Background: an optimization exercise with open tools, aiming at small area, a short achievable clock period and few clock cycles per item. Do not read the settings as production practice.
Function was checked by simulation only, so behaviour that the tests miss may differ from the original.

==> flow/design.v (excerpt) <==
module turntable_scan_point_converter_unit #(
	parameter int TRIG_ENTRIES = tsp_pkg::TRIG_ENTRIES_DEF,
	parameter int SAMPLE_BITS  = tsp_pkg::SAMPLE_BITS_DEF
) (
	input  logic                                clk,
	input  logic                                arst_n,
	input  logic                                s_tvalid,
	output logic                                s_tready,
	input  logic [((SAMPLE_BITS+7)/8)*8-1:0]    s_tdata,   
	input  logic                                s_tuser,   
	output logic                                m_tvalid,
	input  logic                                m_tready,
	output logic [tsp_pkg::OUT_TDATA_W-1:0]     m_tdata,
	output logic                                m_tuser,   
	input  logic                                cfg_valid,
	output logic                                cfg_ready,
	input  logic [tsp_pkg::CFG_IDX_W-1:0]       cfg_index,
	input  logic [tsp_pkg::CFG_DATA_W-1:0]      cfg_data
);
Size: ~8300 cells after synthesis, roughly 810 flip-flops, about 170 I/O pins, roughly 75000 sq um of cells after synthesis.
clock: 11.0 ns
lec_check: 0
abc_area: 1
cap_margin: 20
core_margin: 2
core_utilization: 55
place_density: 0.7
setup_slack_margin: 5
slew_margin: 20
standard.sh (not shown) runs the stock make flow with config.mk's settings and CLKGATE_MAP_FILE= SYNTH_SCRIPT=/design/flow/synth_recipe.tcl, a recipe that flattens the netlist after the stock synthesis.
==> flow/flow/run.sh <==
#!/bin/bash
set -euo pipefail
MARGIN=$(sed -n 's/^SETUP_MARGIN=//p' flow/margin.txt)
bash standard.sh SETUP_SLACK_MARGIN=$MARGIN finish > make.log 2>&1
==> flow/flow/margin.txt <==
SETUP_MARGIN=7.4
Testbench counts at the start, summed over its fixed seeds: cycles 12,040, items 12,000.
Rerun with:
==> flow/flow/margin.txt (replaced) <==
SETUP_MARGIN=7.0
CELL_PAD_IN_SITES_DETAIL_PLACEMENT = 1   (was unset)
CORE_UTILIZATION = 45   (was 55)
PLACE_DENSITY = 0.6   (was 0.7)
Result: Sequential cell count stays the same; non-clock buffer count goes down by 147; hold slack improved by 0.0037 ns; critical path depth goes down by 3.

---

turntable_scan_point_converter_unit, a different RTL version from the one above (not shown whole).
Size in the first run: about 8,300 cells after synthesis, ~830 flip-flops, ~170 I/O pins.
Design turntable_scan_point_converter_unit, start of the top module:
module turntable_scan_point_converter_unit #(
	parameter int TRIG_ENTRIES = tsp_pkg::TRIG_ENTRIES_DEF,
	parameter int SAMPLE_BITS  = tsp_pkg::SAMPLE_BITS_DEF
) (
	input  logic                                clk,
	input  logic                                arst_n,
	input  logic                                s_tvalid,
	output logic                                s_tready,
	input  logic [((SAMPLE_BITS+7)/8)*8-1:0]    s_tdata,   
	input  logic                                s_tuser,   
	output logic                                m_tvalid,
	input  logic                                m_tready,
	output logic [tsp_pkg::OUT_TDATA_W-1:0]     m_tdata,
	output logic                                m_tuser,   
	input  logic                                cfg_valid,
	output logic                                cfg_ready,
	input  logic [tsp_pkg::CFG_IDX_W-1:0]       cfg_index,
	input  logic [tsp_pkg::CFG_DATA_W-1:0]      cfg_data
);
Settings: LEC_CHECK=0, ABC_AREA=1, CAP_MARGIN=20, CORE_MARGIN=2, CORE_UTILIZATION=55, PLACE_DENSITY=0.7, SETUP_SLACK_MARGIN=5, SLEW_MARGIN=20; clock period 11.0 ns.
==> flow/flow/run.sh <==
#!/bin/bash
# The standard layout (standard.sh: the standard synthesis, then ORFS from
# floorplan to finish), with two settings changed on make's command line:
#  - the timing repair's setup margin, so that repair_timing keeps working on
#    paths until they have that much slack at the design's clock period;
set -euo pipefail
MARGIN=$(sed -n 's/^SETUP_MARGIN=//p' flow/margin.txt)
bash standard.sh SETUP_SLACK_MARGIN=$MARGIN "BUFFER_PORTS_ARGS=-buffer_cell sky130_fd_sc_hd__buf_2" finish > make.log 2>&1
==> flow/flow/margin.txt <==
SETUP_MARGIN=7.4
Testbench counts at the start, summed over its fixed seeds: cycles 12,040, items 12,000.
Rerun with:
- CTS_BUF_LIST: unset -> sky130_fd_sc_hd__clkbuf_8 sky130_fd_sc_hd__clkbuf_4
- CTS_CLUSTER_SIZE: unset -> 24
Effect: Core utilization is about the same. Setup slack gets worse by 40 ps. Cell count climbs slightly. Cell area is about the same.
Rerun with:
==> flow/flow/run.sh (replaced) <==
#!/bin/bash
set -euo pipefail
MARGIN=$(sed -n 's/^SETUP_MARGIN=//p' flow/margin.txt)
bash standard.sh SETUP_SLACK_MARGIN=$MARGIN finish > make.log 2>&1
- CTS_BUF_LIST: sky130_fd_sc_hd__clkbuf_8 sky130_fd_sc_hd__clkbuf_4 -> unset
- CTS_CLUSTER_SIZE: 24 -> unset
Result: Core utilization came out higher by 0.92 points; via count came out higher slightly; non-clock buffer count came out higher by 11; count of clock-buffer cells in the layout came out lower by 72; critical path depth came out higher by 4; cell area came out higher slightly; synthesized cell count is unchanged; area after synthesis is unchanged.

==> afterwards: timing with drivers on the ports <==
The results above use ideal ports. As a check the final layouts listed here were re-extracted and re-timed, cells and wires unchanged.
Step 1 (the two cells are an assumption about what drives the block):
set clk [get_ports {clk}]
set_driving_cell -lib_cell sky130_fd_sc_hd__clkbuf_16 $clk
set_driving_cell -lib_cell sky130_fd_sc_hd__buf_2 [delete_from_list [all_inputs] $clk]
Step 2 also shifts input and output timing later by t, the mid clock arrival at the registers, as if the neighbouring blocks saw the same clock.
Three values: no drivers, after step 1, after step 2; two values: the first two.
run	shift t [ns]	setup slack, ns	worst slew at a driven data input, ns
the first run of note 1	0.794	7.169 / 7.169 / 6.700	0.06
the second run of note 1	0.834	6.996 / 6.992 / 6.263	0.05
the first run of note 2	0.797	7.391 / 7.391 / 6.760	0.05
the second run of note 2	0.960	7.351 / 7.276 / 6.591	0.05
the third run of note 2	0.800	7.363 / 7.367 / 6.624	0.05
After both steps setup and hold are still met in every run listed. For the second run of note 2, which loses most, drivers alone change the setup slack by -0.075 ns; drivers and shift together by -0.760 ns.
